This design comes from an exercise in tuning for small area and a short achievable clock period on the open sky130 flow, not from production work. The RTL was checked by simulation tests, not by an equivalence proof against the original design. No activity file was given, so power comes from the tool's default toggle rates. The flow treats the clock pin as an ideal source, which a real chip does not have.

alpha:
Design reg_file_sb, start of the top module:
module reg_file_sb
#(
    parameter int               XLEN    = rf_pkg::XLEN_DEF,
    parameter int               NREGS   = rf_pkg::NREGS_DEF,
    parameter int               NRD     = 2,
    parameter int               SP_IDX  = 2,
    parameter logic [XLEN-1:0]  SP_INIT = XLEN'('h200),
    parameter bit               BYPASS  = 1'b1,
    localparam int              AW      = $clog2(NREGS)
) (
    input  logic                clk,
    input  logic                rst_n,
    input  logic [NRD*AW-1:0]   rd_addr,
    output logic [NRD*XLEN-1:0] rd_data,
    output logic [NRD-1:0]      rd_busy,
    input  logic                wr_en,
    input  logic [AW-1:0]       wr_addr,
    input  logic [XLEN-1:0]     wr_data,
    input  logic                iss_en,
    input  logic [AW-1:0]       iss_rd,
    output logic                iss_stall,
    input  logic                flush,
    output logic [AW:0]         busy_cnt
);
    localparam int LOW = 2;
    localparam int HIW = AW - LOW;
  ...
Size in the first run: about 2500 cells after synthesis, ~130 I/O pins.
export LEC_CHECK = 0
export CAP_MARGIN = 20
export CORE_MARGIN = 2
export CORE_UTILIZATION = 40
export SLEW_MARGIN = 20
export SYNTH_HIERARCHICAL = 1
create_clock -name core_clock -period 26.0 [get_ports {clk}]
standard.sh (not shown) runs the stock make flow with config.mk's settings and CLKGATE_MAP_FILE= SYNTH_SCRIPT=/design/flow/synth_recipe.tcl, a recipe that flattens the netlist after the stock synthesis.
==> flow/flow/run.sh <==
#!/bin/bash
# Standard layout (the standard.sh on the ORFS make targets) with:
#  - port buffers made from buf_4 cells instead of the default delay buffers;
#  - clock-tree synthesis with larger sink clusters and no dummy loads;
#  - timing repair aiming for extra setup slack on the port-to-port paths.
# ORFS writes each step's log under orfs/logs; make's output is standard.log.
set -euo pipefail
bash standard.sh \
  "BUFFER_PORTS_ARGS=-buffer_cell sky130_fd_sc_hd__buf_4" \
  "CTS_ARGS=-sink_clustering_enable -repair_clock_nets -dont_use_dummy_load -sink_clustering_size 24 -sink_clustering_max_diameter 100" \
  "SETUP_SLACK_MARGIN=12.8" \
  finish > standard.log 2>&1
alpha: PASS, flow complete, no timing, DRC or antenna violations
## Diff of input files: beta against alpha
Settings: swapping 40 for 55 in CORE_UTILIZATION.
==> results.txt <==
Starting density of the core: beta vs alpha up 15 points
Number of placement rows was higher in alpha than in beta.
In the flow results for beta and alpha, the post-layout utilization of the core is smaller on alpha.
Number of placed cells counting well taps of beta falls short of that of alpha by a little under 10%.
Against alpha, beta reports a non-clock buffer count that is higher.


Setup of run A:
Another version of the RTL of reg_file_sb (not shown whole).
Size: ~2,600 cells after synthesis, ~130 I/O pins, about 0.044 mm^2 of cells after synthesis.
clock: 26.0 ns
lec_check: 0
cap_margin: 20
core_margin: 2
core_utilization: 40
cts_buf_list: sky130_fd_sc_hd__clkbuf_4 sky130_fd_sc_hd__clkbuf_8
slew_margin: 20
synth_hierarchical: 1
run.sh (not shown) runs the stock make flow with config.mk's settings and CLKGATE_MAP_FILE= SYNTH_SCRIPT=/design/flow/synth_recipe.tcl, a recipe that flattens the netlist after the stock synthesis.
Stock flow here: none of the scripts above is used.
The final layout from run A, which completed every stage, passed the timing, design-rule and antenna checks at the end of the flow.
Relative to run A, the following input files were edited for run B:
# run A
export LEC_CHECK = 0
export CAP_MARGIN = 20
export CORE_MARGIN = 2
export CORE_UTILIZATION = 40
export CTS_BUF_LIST = sky130_fd_sc_hd__clkbuf_4 sky130_fd_sc_hd__clkbuf_8
export SLEW_MARGIN = 20
export SYNTH_HIERARCHICAL = 1
create_clock -name core_clock -period 26.0 [get_ports {clk}]
# run B
export LEC_CHECK = 0
export CAP_MARGIN = 20
export CORE_MARGIN = 2
export CORE_UTILIZATION = 40
export SLEW_MARGIN = 20
export SYNTH_HIERARCHICAL = 1
create_clock -name core_clock -period 26.0 [get_ports {clk}]
==> flow/flow/run.sh (new file) <==
#!/bin/bash
# Standard layout, with the port buffers made from buf_4 cells instead of the
# default delay-buffer cells, and clock-tree synthesis with larger sink
# clusters and no dummy loads. ORFS writes each step's log under orfs/logs;
# make's own output goes to standard.log.
set -euo pipefail
bash standard.sh \
  "BUFFER_PORTS_ARGS=-buffer_cell sky130_fd_sc_hd__buf_4" \
  "CTS_ARGS=-sink_clustering_enable -repair_clock_nets -dont_use_dummy_load -sink_clustering_size 30 -sink_clustering_max_diameter 120" \
  finish > standard.log 2>&1
==> flow/standard.sh (new file) <==
#!/bin/bash
# synth_recipe.tcl (not shown) runs the flow's synth.tcl, then flattens the netlist and writes it again
# the make line also repeats each setting of config.mk as NAME=value (left out here)
make -C /OpenROAD-flow-scripts/flow DESIGN_CONFIG=/design/flow/config.mk WORK_HOME=/design/flow/orfs CLKGATE_MAP_FILE= SYNTH_SCRIPT=/design/flow/synth_recipe.tcl "${@:-finish}"
removed: flow/run.sh
==> results.txt <==
- The final layout from run B, which completed every stage, passed the timing, design-rule and antenna checks at the end of the flow.
- No stage failed in run A, and the final checks on the layout all came back clean.
- Going from run A to run B, total instance count after detailed placement shrank slightly.
- | clock network power share | higher: run A |
- Logic gate share of total power: run B > run A
- [compare] base=run A new=run B: number of antenna violations at the first check in global routing lost 3, number of nets in the final layout lost 162, final cell count lost about 6%.
- Layout buffer count excluding clock buffers: run A and run B compared, lower one is run B
Input-level comparison between run C and run B:
==> flow/flow/run.sh <==
#!/bin/bash
# Standard layout, with the port buffers made from buf_4 cells instead of the
# default delay-buffer cells. Each tool's output goes to its own log under
# orfs/logs (ORFS), and make's output to standard.log.
set -euo pipefail
bash standard.sh "BUFFER_PORTS_ARGS=-buffer_cell sky130_fd_sc_hd__buf_4" finish > standard.log 2>&1
==> comparison <==
Final design utilization, run B and run C, lower one = run B.
Run C does worse than run B on final cell area excluding filler cells.
Against run B, wire length in run C rose slightly.
The total of clock buffers placed in the layout of run C exceeds that of run B by 220%.
NOTE: cell count in run C exceeds that of run B
Part of the total power dissipated in sequential elements ended up 13 points lower on run C than on run B.


Setup of job 101:
reg_file_sb, a different RTL version from the one above (not shown whole).
For scale: ~130 I/O pins.
## reg_file_sb
module reg_file_sb
#(
    parameter int               XLEN    = rf_pkg::XLEN_DEF,
    parameter int               NREGS   = rf_pkg::NREGS_DEF,
    parameter int               NRD     = 2,
    parameter int               SP_IDX  = 2,
    parameter logic [XLEN-1:0]  SP_INIT = XLEN'('h200),
    parameter bit               BYPASS  = 1'b1,
    localparam int              AW      = $clog2(NREGS)
) (
    input  logic                clk,
    input  logic                rst_n,
    input  logic [NRD*AW-1:0]   rd_addr,
    output logic [NRD*XLEN-1:0] rd_data,
    output logic [NRD-1:0]      rd_busy,
    input  logic                wr_en,
    input  logic [AW-1:0]       wr_addr,
    input  logic [XLEN-1:0]     wr_data,
    input  logic                iss_en,
    input  logic [AW-1:0]       iss_rd,
    output logic                iss_stall,
    input  logic                flush,
    output logic [AW:0]         busy_cnt
);
clock: 26.0 ns
lec_check: 0
cap_margin: 20
core_margin: 2
core_utilization: 40
slew_margin: 20
synth_hierarchical: 1
standard.sh (not shown) runs the stock make flow with config.mk's settings and CLKGATE_MAP_FILE= SYNTH_SCRIPT=/design/flow/synth_recipe.tcl, a recipe that flattens the netlist after the stock synthesis.
==> flow/flow/run.sh <==
#!/bin/bash
# Standard layout (the standard.sh on the ORFS make targets) with:
#  - port buffers made from buf_4 cells instead of the default delay buffers;
#  - clock-tree synthesis from clkbuf_8 cells, with no dummy loads;
#  - timing repair aiming for extra setup slack on the port-to-port paths.
# ORFS writes each step's log under orfs/logs; make's output is standard.log.
set -euo pipefail
bash standard.sh \
  "BUFFER_PORTS_ARGS=-buffer_cell sky130_fd_sc_hd__buf_4" \
  "CTS_ARGS=-sink_clustering_enable -repair_clock_nets -dont_use_dummy_load -buf_list sky130_fd_sc_hd__clkbuf_8 -sink_clustering_size 16 -sink_clustering_max_diameter 80" \
  "SETUP_SLACK_MARGIN=13.2" \
  finish > standard.log 2>&1
The following lists how job 102 was set up differently from job 101:
==> flow/flow/run.sh <==
#!/bin/bash
# Standard layout (the standard.sh on the ORFS make targets) with:
#  - port buffers made from buf_4 cells instead of the default delay buffers;
#  - clock-tree synthesis with larger sink clusters and no dummy loads;
#  - timing repair aiming for extra setup slack on the port-to-port paths,
#    done after placement only (synthesis buffers are removed at floorplan
#    instead of the pre-placement timing repair).
# ORFS writes each step's log under orfs/logs; make's output is standard.log.
set -euo pipefail
bash standard.sh \
  "BUFFER_PORTS_ARGS=-buffer_cell sky130_fd_sc_hd__buf_4" \
  "CTS_ARGS=-sink_clustering_enable -repair_clock_nets -dont_use_dummy_load -sink_clustering_size 24 -sink_clustering_max_diameter 100" \
  "SETUP_SLACK_MARGIN=13.2" \
  "REMOVE_ABC_BUFFERS=1" \
  finish > standard.log 2>&1
Notes after the runs:
- Going from job 101 to job 102, the critical path depth was found to have gone down by 2.
- Going from job 101 to job 102, actual transition at the worst max-transition pin dropped 230 ps; post-detailed-placement cell area essentially unchanged.
- Job 102 packs its core tighter than job 101.
- Job 102: worst setup slack after layout is 3.8 ps higher than what job 101 reported.
- Relative to job 101, final-layout clock buffer total decreased by 28 in job 102.
- Between job 101 and job 102, the multi-input gate share of the layout cell area does not differ in any meaningful way.

==> separate check: timing with driven ports <==
The flow's constraints put no driver on any port. The routed layouts listed below were extracted and timed again, unchanged, in two steps. Step 1 assumes that a clkbuf_16 drives the clock port and a buf_2 every other input. Step 2 adds t to the input delays and takes it off the output delays; t is the mean of the earliest and latest rising clock arrival at the registers after step 1. Input paths then give back, and output paths get back, about the clock's delay inside the block. Slacks: no drivers / after step 1 / after step 2; pairs: no drivers / after step 1.
run	t (ns)	setup slack, ns	clock arrival spread, ns	worst data-port slew with drivers (ns)	pins driven straight from the clock port
alpha	0.702	12.693 / 12.665 / 12.665	0.112 / 0.113	0.13	1
beta	0.701	12.737 / 12.674 / 12.674	0.042 / 0.042	0.19	1
run A	0.916	11.003 / 10.976 / 10.976	0.049 / 0.049	0.07	1
run B	0.683	12.153 / 12.123 / 12.123	0.073 / 0.073	0.20	1
run C	0.758	12.150 / 12.124 / 12.124	0.025 / 0.025	0.20	1
job 101	0.783	13.073 / 13.039 / 13.039	0.093 / 0.093	0.18	1
job 102	0.709	13.076 / 13.007 / 13.007	0.078 / 0.078	0.22	1
After both steps setup and hold are still met in every run listed. The setup slack of job 102, which loses most, moves by -0.069 ns with the drivers and by -0.069 ns with both steps.
